Context: an optimization exercise on an open-source flow, tuned for small area and a short achievable clock period. The choices shown serve that exercise and are no tape-out recipe.
In this exercise RTL edits were held to simulation tests only and were not proved equivalent to the original.
Power and IR drop assume default switching activity.

==> try-cedar: inputs <==
// sdramCtrlTop
module sdramCtrlTop
(
    input  logic        CLK,
    input  logic        RESET_N,
    input  sdramPkg::dataT        wrData,
    input  logic        wrValid,
    output logic        wrFull,
    input  logic        wrLoad,         
    input  sdramPkg::wordAddrT    wrStartAddr,
    input  sdramPkg::wordAddrT    wrMaxAddr,
    input  sdramPkg::lengthT      wrLength,
    output sdramPkg::dataT        rdData,
    input  logic        rdPop,
    output logic        rdEmpty,
    input  logic        rdLoad,
    input  sdramPkg::wordAddrT    rdStartAddr,
    input  sdramPkg::wordAddrT    rdMaxAddr,
    input  sdramPkg::lengthT      rdLength,
    output logic [11:0] sdrAddr,
    output logic [1:0]  sdrBank,
    output logic        sdrCsN,
    output logic        sdrCke,
    output logic        sdrRasN,
    output logic        sdrCasN,
    output logic        sdrWeN,
    output logic [1:0]  sdrDqm,
    output sdramPkg::dataT        sdrDqOut,
    output logic        sdrDqOe,
    input  sdramPkg::dataT        sdrDqIn
);
export LEC_CHECK = 0
export CAP_MARGIN = 20
export CORE_MARGIN = 2
export CORE_UTILIZATION = 40
export SLEW_MARGIN = 20
create_clock -name core_clock -period 10.0 [get_ports {CLK}]
standard.sh (not shown) runs the stock make flow with config.mk's settings and CLKGATE_MAP_FILE= SYNTH_SCRIPT=/design/flow/synth_recipe.tcl, a recipe that flattens the netlist after the stock synthesis.
==> flow/flow/run.sh <==
#!/bin/bash
# The standard layout (standard.sh: the standard synthesis, then ORFS from floorplan to
# finish) with two changes to how the layout is made, not to what is measured:
#  - repair_timing aims for more setup slack than the 10 ns constraint needs (SETUP_SLACK_MARGIN),
#    so the resizer keeps working on the paths that set the achieved period;
#  - the port buffers that buffer_ports inserts are buf_2 cells instead of delay buffers.
# The SDC (clock period, I/O delays, loads) is the standard flow's constraint.sdc, unchanged.
# ORFS writes each step's full log under orfs/logs; make's own output goes to standard.log.
export SETUP_SLACK_MARGIN=${FLOW_SETUP_MARGIN:-6.5}
export BUFFER_PORTS_ARGS="-buffer_cell sky130_fd_sc_hd__buf_2"
bash standard.sh > standard.log 2>&1
==> try-garnet (differences from try-cedar) <==
--- a/flow/design.v
+++ b/flow/design.v
@@ -109,21 +109,22 @@
     end
     always_comb
     begin
         nextWord = '0;
         for (int i = 0; i < 64; i++)
             nextWord = nextWord | (mem[i] & {16{rdSel[i]}});
     end
+    logic headPop;
+    logic headHold;
     assign headTake = (count == 7'd0) || (count == 7'd1 && doPop);
+    assign headPop  = doPop && !headTake;
+    assign headHold = !((count == 7'd0) || (pop && emptyOutN));
     always_ff @(posedge CLK)
     begin
-        if (headTake)
-            headData <= pushData;
-        else if (doPop)
-            headData <= nextWord;
+        headData <= (pushData & {16{headTake}}) | (nextWord & {16{headPop}}) | (headData & {16{headHold}});
     end
 endmodule
 `timescale 1ns/10ps
 module burstScheduler
 (
     input  logic     CLK,
     input  logic     RESET_N,
@@ -146,22 +147,29 @@
     sdramPkg::wordAddrT wrOfs;        
     sdramPkg::wordAddrT rdOfs;        
     logic     wrStale;      
     logic     rdStale;
     logic     wrReady;
     logic     rdReady;
     logic     request;
-    sdramPkg::wordAddrT burstStart;   
+    sdramPkg::wordAddrT wrStartHeld;
+    sdramPkg::wordAddrT rdStartHeld;
+    logic [6:0]         wrLenHeld;
+    logic [6:0]         rdLenHeld;
+    sdramPkg::wordAddrT burstStart;
     sdramPkg::wordAddrT burstOfs;     
-    sdramPkg::wordAddrT sStart;
-    sdramPkg::wordAddrT sMax;
+    logic [6:0]         burstLen;
     logic [22:0]        lastOfs;     
     logic [7:0]         lastLow;
     logic [6:0]         nextLow;
     sdramPkg::wordAddrT nextOfs;     
+    sdramPkg::wordAddrT sStart;      
+    sdramPkg::wordAddrT sMax;
+    logic               wrAdvance;   
+    logic               rdAdvance;
     logic [22:0]        csaSum;      
     logic [23:0]        csaCarry;
     logic               cmpCarry;    
     logic               endCarry;    
     logic               pastMax;
     sdramPkg::wordAddrT advOfs;
     function automatic logic carryOut(input logic [31:0] a, input logic [31:0] b);
@@ -174,38 +182,58 @@
                 if ((i % (2 << l)) == (2 << l) - 1)
                 begin
                     g[i] = g[i] | (p[i] & g[i - (1 << l)]);
                     p[i] = p[i] & p[i - (1 << l)];
                 end
         carryOut = g[31];
     endfunction
+    function automatic logic [21:0] add22(input logic [21:0] a, input logic [21:0] b);
+        logic [21:0] g;
+        logic [21:0] p;
+        logic [21:0] x;
+        x = a ^ b;
+        g = a & b;
+        p = x;
+        for (int l = 0; l < 5; l++)
+            for (int i = 21; i >= (1 << l); i--)
+            begin
+                g[i] = g[i] | (p[i] & g[i - (1 << l)]);
+                p[i] = p[i] & p[i - (1 << l)];
+            end
+        add22 = x ^ {g[20:0], 1'b0};
+    endfunction
     function automatic logic [15:0] incr15(input logic [14:0] x, input logic cin);
         logic [15:0] xs;
         xs = {1'b0, x};
         for (int i = 0; i < 16; i++)
             incr15[i] = xs[i] ^ (cin && ((x | ~((15'd1 << i) - 15'd1)) == 15'h7fff));
     endfunction
     function automatic logic [15:0] incr16(input logic [15:0] x, input logic cin);
         for (int i = 0; i < 16; i++)
             incr16[i] = x[i] ^ (cin && ((x | ~((16'd1 << i) - 16'd1)) == 16'hffff));
     endfunction
+    assign wrReady = (wrLength != '0) && ({1'b0, wrCount} >= wrLength);    
+    assign rdReady = (rdLength != '0) && (rdLength <= (8'd64 - {1'b0, rdCount}));    
+    assign request = !holding && !wrLoad && !rdLoad && (wrReady || rdReady);
+    assign burstStart = burstWrite ? wrStartHeld : rdStartHeld;
+    assign burstOfs   = burstWrite ? wrOfs : rdOfs;
+    assign burstLen   = burstWrite ? wrLenHeld : rdLenHeld;
+    assign burstLenM1 = 6'(burstLen - 7'd1);
+    assign burstAddr  = add22(burstStart, burstOfs);
     assign lastLow = {1'b0, burstOfs[6:0]} + {1'b0, burstLenM1, 1'b1};
     assign nextLow = {1'b0, burstOfs[5:0]} + {1'b0, burstLenM1} + 7'd1;
     assign nextOfs = {incr16(burstOfs[21:6], nextLow[6]), nextLow[5:0]};
     always_ff @(posedge CLK)
     begin
         lastOfs <= {incr15(burstOfs[21:7], lastLow[7]), lastLow[6:0]};
+        sStart  <= burstWrite ? wrStartAddr : rdStartAddr;
+        sMax    <= burstWrite ? wrMaxAddr : rdMaxAddr;
     end
-    assign wrReady = (wrLength != '0) && ({1'b0, wrCount} >= wrLength);    
-    assign rdReady = (rdLength != '0) && (rdLength <= (8'd64 - {1'b0, rdCount}));    
-    assign request = !holding && !wrLoad && !rdLoad && (wrReady || rdReady);
     always_comb
     begin
-        sStart  = burstWrite ? wrStartAddr : rdStartAddr;
-        sMax    = burstWrite ? wrMaxAddr : rdMaxAddr;
         for (int i = 0; i < 23; i++)
         begin
             logic s, k, n;
             s = (i < 22) ? sStart[i % 22] : 1'b0;
             k = lastOfs[i];
             n = (i < 22) ? !sMax[i % 22] : 1'b1;
             csaSum[i]       = s ^ k ^ n;
@@ -213,64 +241,78 @@
         end
         csaCarry[0] = 1'b0;
         cmpCarry = carryOut({csaSum, 9'd0}, {csaCarry[22:0], 9'd0});
         endCarry = carryOut({sStart, 10'd0}, {lastOfs[21:0], 10'd0});
         pastMax  = lastOfs[22] ? (!endCarry || cmpCarry) : cmpCarry;
         advOfs   = pastMax ? '0 : nextOfs;
     end
-    assign burstAddr = burstStart + burstOfs;
     always_ff @(posedge CLK or negedge RESET_N)
     begin
         if (!RESET_N)
         begin
             wrOfs      <= '0;
             rdOfs      <= '0;
             holding    <= 1'b0;
             burstWrite <= 1'b0;
             wrStale    <= 1'b0;
             rdStale    <= 1'b0;
+            wrAdvance  <= 1'b0;
+            rdAdvance  <= 1'b0;
         end
         else
         begin
             if (request)
             begin
                 holding    <= 1'b1;
                 burstWrite <= wrReady;
             end
             if (burstDone)
                 holding <= 1'b0;
+            wrAdvance <= 1'b0;
+            rdAdvance <= 1'b0;
             if (wrLoad)
             begin
-                wrOfs   <= '0;
+                if (!(holding && burstWrite && !burstDone))
+                    wrOfs <= '0;
                 wrStale <= holding && burstWrite && !burstDone;
             end
             else if (burstDone && burstWrite)
             begin
-                wrOfs   <= wrStale ? '0 : advOfs;
-                wrStale <= 1'b0;
+                if (wrStale)
+                    wrOfs <= '0;
+                wrAdvance <= !wrStale;
+                wrStale   <= 1'b0;
             end
+            else if (wrAdvance)
+                wrOfs <= advOfs;
             if (rdLoad)
             begin
-                rdOfs   <= '0;
+                if (!(holding && !burstWrite && !burstDone))
+                    rdOfs <= '0;
                 rdStale <= holding && !burstWrite && !burstDone;
             end
             else if (burstDone && !burstWrite)
             begin
-                rdOfs   <= rdStale ? '0 : advOfs;
-                rdStale <= 1'b0;
+                if (rdStale)
+                    rdOfs <= '0;
+                rdAdvance <= !rdStale;
+                rdStale   <= 1'b0;
             end
+            else if (rdAdvance)
+                rdOfs <= advOfs;
         end
     end
     always_ff @(posedge CLK)
     begin
         if (!holding)
         begin
-            burstStart <= wrReady ? wrStartAddr : rdStartAddr;
-            burstOfs   <= wrReady ? wrOfs : rdOfs;
-            burstLenM1 <= wrReady ? 6'(wrLength - 8'd1) : 6'(rdLength - 8'd1);
+            wrStartHeld <= wrStartAddr;
+            rdStartHeld <= rdStartAddr;
+            wrLenHeld   <= wrLength[6:0];
+            rdLenHeld   <= rdLength[6:0];
         end
     end
 endmodule
 `timescale 1ns/10ps
 module sdramSequencer
 (
     input  logic        CLK,
Settings changed: CTS_CLUSTER_DIAMETER from default to 80, CTS_CLUSTER_SIZE from default to 20.
==> summary.txt <==
metric	try-garnet	try-cedar
Outcome	no timing/DRC/antenna violations	no timing/DRC/antenna violations
Share of power burned in combinational logic	0.058	0.098
Xor/xnor share of the synthesized area	0.00848	0.0102
Met1 Usage GRT	0.400	0.396
Area after DPL	0.0982 sq mm	0.0964 sq mm
Footprint of the multi-input gates	0.0229 sq mm	0.0220 sq mm
Met2 layer wire length in the routed design	163000 um	151000 um
Count of vias placed by the detailed router	61.9k	60.1k
Die footprint	0.234 sq mm	0.228 sq mm
Fraction of power consumed by sequential logic	0.589	0.507
Clock transition at the registers of the reported paths	0.08 ns	0.06 ns
Portion of the post-synthesis area used by sequential elements	0.751	0.761
Starting Density	0.403	0.403
Post-cts sizing count	129	110
Distinct cell type count after synthesis	79	85
Clk. pwr	6.55 mW	8.49 mW

what the ideal ports hide:
Ports are ideal in the flow. The routed layouts listed here were re-timed in OpenROAD. Step 1, drivers: a clkbuf_16 drives CLK and a buf_2 each remaining input, both assumed. Step 2, shift: input delay + t, output delay - t, t = (earliest + latest rising clock arrival at the registers) / 2. This alone moves slack from input paths to output paths. Three values: ideal ports, drivers, drivers and shift; two values: the first two.
run | t (ns) | setup WS [ns] | latest minus earliest clock arrival (ns)
try-cedar | 0.976 | 5.991 / 6.047 / 5.071 | 0.117 / 0.117
try-garnet | 0.950 | 6.123 / 6.137 / 5.221 | 0.079 / 0.079
After both steps setup and hold are still met in every run listed. For try-cedar, which loses most, drivers alone change the setup slack by +0.056 ns; drivers and shift together by -0.920 ns.
